What follows belongs to an exercise in optimizing a design on an open flow for small area and a short achievable clock period; a production flow would make more cautious choices. In this exercise RTL edits were held to simulation tests only and were not proved equivalent to the original. Power is estimated from default activity; no workload was simulated.

==> flow/design.v (excerpt) <==
module fofb_link (
  input  logic                       ethClk,
  input  logic                       arst_n,
  input  logic                       beat_valid,
  input  logic                       beat_last,
  input  logic [32-1:0]   beat_value,
  input  logic [4-1:0]     readback_cmd,
  input  logic                       tx_ack,
  input  logic                       tx_strobe,
  input  logic                       tx_warn,
  input  logic                       rx_ready,
  input  logic                       rx_strobe,
  input  logic [7:0]                 rx_data,
  output logic                       tx_req,
  output logic [11-1:0]     tx_length,
  output logic [7:0]                 data_tx,
  output logic                       record_valid,
  output logic [7:0]                 record_supply,
  output logic [32-1:0]   record_value,
  output logic                       hdr_bad
);
Settings: LEC_CHECK=0, CAP_MARGIN=20, CORE_MARGIN=2, CORE_UTILIZATION=60, SETUP_SLACK_MARGIN=2.6, SLEW_MARGIN=20; clock period 5.0 ns.
standard.sh (not shown) runs the stock make flow with config.mk's settings and CLKGATE_MAP_FILE= SYNTH_SCRIPT=/design/flow/synth_recipe.tcl, a recipe that flattens the netlist after the stock synthesis.
==> flow/flow/run.sh <==
#!/bin/bash
# Standard layout, with every port buffered by a plain buffer (buf_1) in
# place of the delay cell buffer_ports picks by default.
set -euo pipefail
bash standard.sh "BUFFER_PORTS_ARGS=-buffer_cell sky130_fd_sc_hd__buf_1" finish > standard_flow.log 2>&1
Change:
==> flow/flow/run.sh (replaced) <==
#!/bin/bash
# Standard layout, with every port buffered by a plain buffer (buf_1) in
# place of the delay cell buffer_ports picks by default, and the command
# input pins placed beside the data output pins they drive combinationally.
set -euo pipefail
here=$(pwd)
bash standard.sh "BUFFER_PORTS_ARGS=-buffer_cell sky130_fd_sc_hd__buf_1" \
  "IO_CONSTRAINTS=$here/flow/io.tcl" finish > standard_flow.log 2>&1
==> flow/flow/io.tcl (new file) <==
# Keep the command inputs next to the data outputs they reach through one gate.
set_io_pin_constraint -group -order -pin_names {data_tx[0] readback_cmd[0] data_tx[1] readback_cmd[1] data_tx[2] readback_cmd[2] data_tx[3] readback_cmd[3]}
- CORE_UTILIZATION: 60 -> 70
- CTS_CLUSTER_DIAMETER: not set -> 100
- CTS_CLUSTER_SIZE: not set -> 30
- SETUP_SLACK_MARGIN: 2.6 -> 2.5
Sequential power stays flat.
Power fell by 13%.
Die area decreases by 14%.
Via count went down by 3.3%.
Non-clock buffer count goes up by 8.
Critical path depth stays the same.
Fmax hardly moves.
Synthesized cell count is unchanged.
Hold slack is better by 0.0077 ns.
Clock skew fell by 0.0053 ns.
Change:
==> flow/flow/run.sh (replaced) <==
#!/bin/bash
# Standard layout, with every port buffered by a plain buffer (buf_1) in
# place of the delay cell buffer_ports picks by default.
set -euo pipefail
bash standard.sh "BUFFER_PORTS_ARGS=-buffer_cell sky130_fd_sc_hd__buf_1" finish > standard_flow.log 2>&1
- SETUP_SLACK_MARGIN: 2.5 -> 2.6
removed: flow/flow/io.tcl
=>
- flip-flop and latch count does not change
- non-clock buffer count shrinks by 17
- first-iteration DRC count fell by 1.7%
- total power hardly moves
- final area barely changes
- hold slack is about the same
- worst setup slack improved by 0.010 ns
- global-route usage is lower by 0.10 points

* * *

Another version of the RTL of fofb_link (not shown whole).
Size in the first run: about 1800 cells after synthesis, about 1200 flip-flops, roughly 120 I/O pins.
make LEC_CHECK=0 CAP_MARGIN=20 CORE_MARGIN=2 CORE_UTILIZATION=60 SETUP_SLACK_MARGIN=2.2 SLEW_MARGIN=20 finish   # period 5.0 ns
run.sh (not shown) runs the stock make flow with config.mk's settings and CLKGATE_MAP_FILE= SYNTH_SCRIPT=/design/flow/synth_recipe.tcl, a recipe that flattens the netlist after the stock synthesis.
Stock flow here: none of the scripts above is used.
Change:
--- a/flow/config.mk
+++ b/flow/config.mk
@@ -10,3 +10,3 @@
 export CORE_UTILIZATION = 60
-export SETUP_SLACK_MARGIN = 2.2
+export SETUP_SLACK_MARGIN = 2.6
 export SLEW_MARGIN = 20
Effect: The changed run finished clean; setup slack improved by 86 ps; sequential cell count is unchanged; area after synthesis is unchanged; clock-buffer cell count rose by 20; sequential power hardly moves; wire length goes up by 1.1%; design area increases by 0.65%; global-route usage stays flat; hold slack degrades by 43 ps.

[separate check: timing with driven ports]
How much do the figures lean on ideal ports? The routed layouts below were timed once more, with nothing changed but the port constraints. Step 1 (the two cells are an assumption about what drives the block):
set clk [get_ports {ethClk}]
set_driving_cell -lib_cell sky130_fd_sc_hd__clkbuf_16 $clk
set_driving_cell -lib_cell sky130_fd_sc_hd__buf_2 [delete_from_list [all_inputs] $clk]
Step 2 also shifts input and output timing later by t, the mid clock arrival at the registers, as if the neighbouring blocks saw the same clock. a / b / c = ideal ports / drivers / drivers and shift; a / b = the first two.
| run | shift t [ns] | setup WS [ns] | worst hold slack (ns) | worst setup path after step 2 |
|---|---|---|---|---|
| the first run of note 1 | 0.715 | 2.539 / 2.492 / 2.120 | 0.409 / 0.409 / 0.409 | input to register |
| the second run of note 1 | 0.674 | 2.538 / 2.516 / 2.150 | 0.417 / 0.417 / 0.417 | input to register |
| the third run of note 1 | 0.676 | 2.549 / 2.507 / 2.114 | 0.419 / 0.384 / 0.419 | input to register |
| the first run of note 2 | 0.708 | 2.256 / 2.229 / 1.648 | 0.409 / 0.409 / 0.409 | input to register |
| the second run of note 2 | 0.709 | 2.342 / 2.342 / 1.915 | 0.366 / 0.327 / 0.400 | input to register |
After both steps every run listed still meets setup and hold. The setup slack of the first run of note 2, which loses most, moves by -0.027 ns with the drivers and by -0.608 ns with both steps.
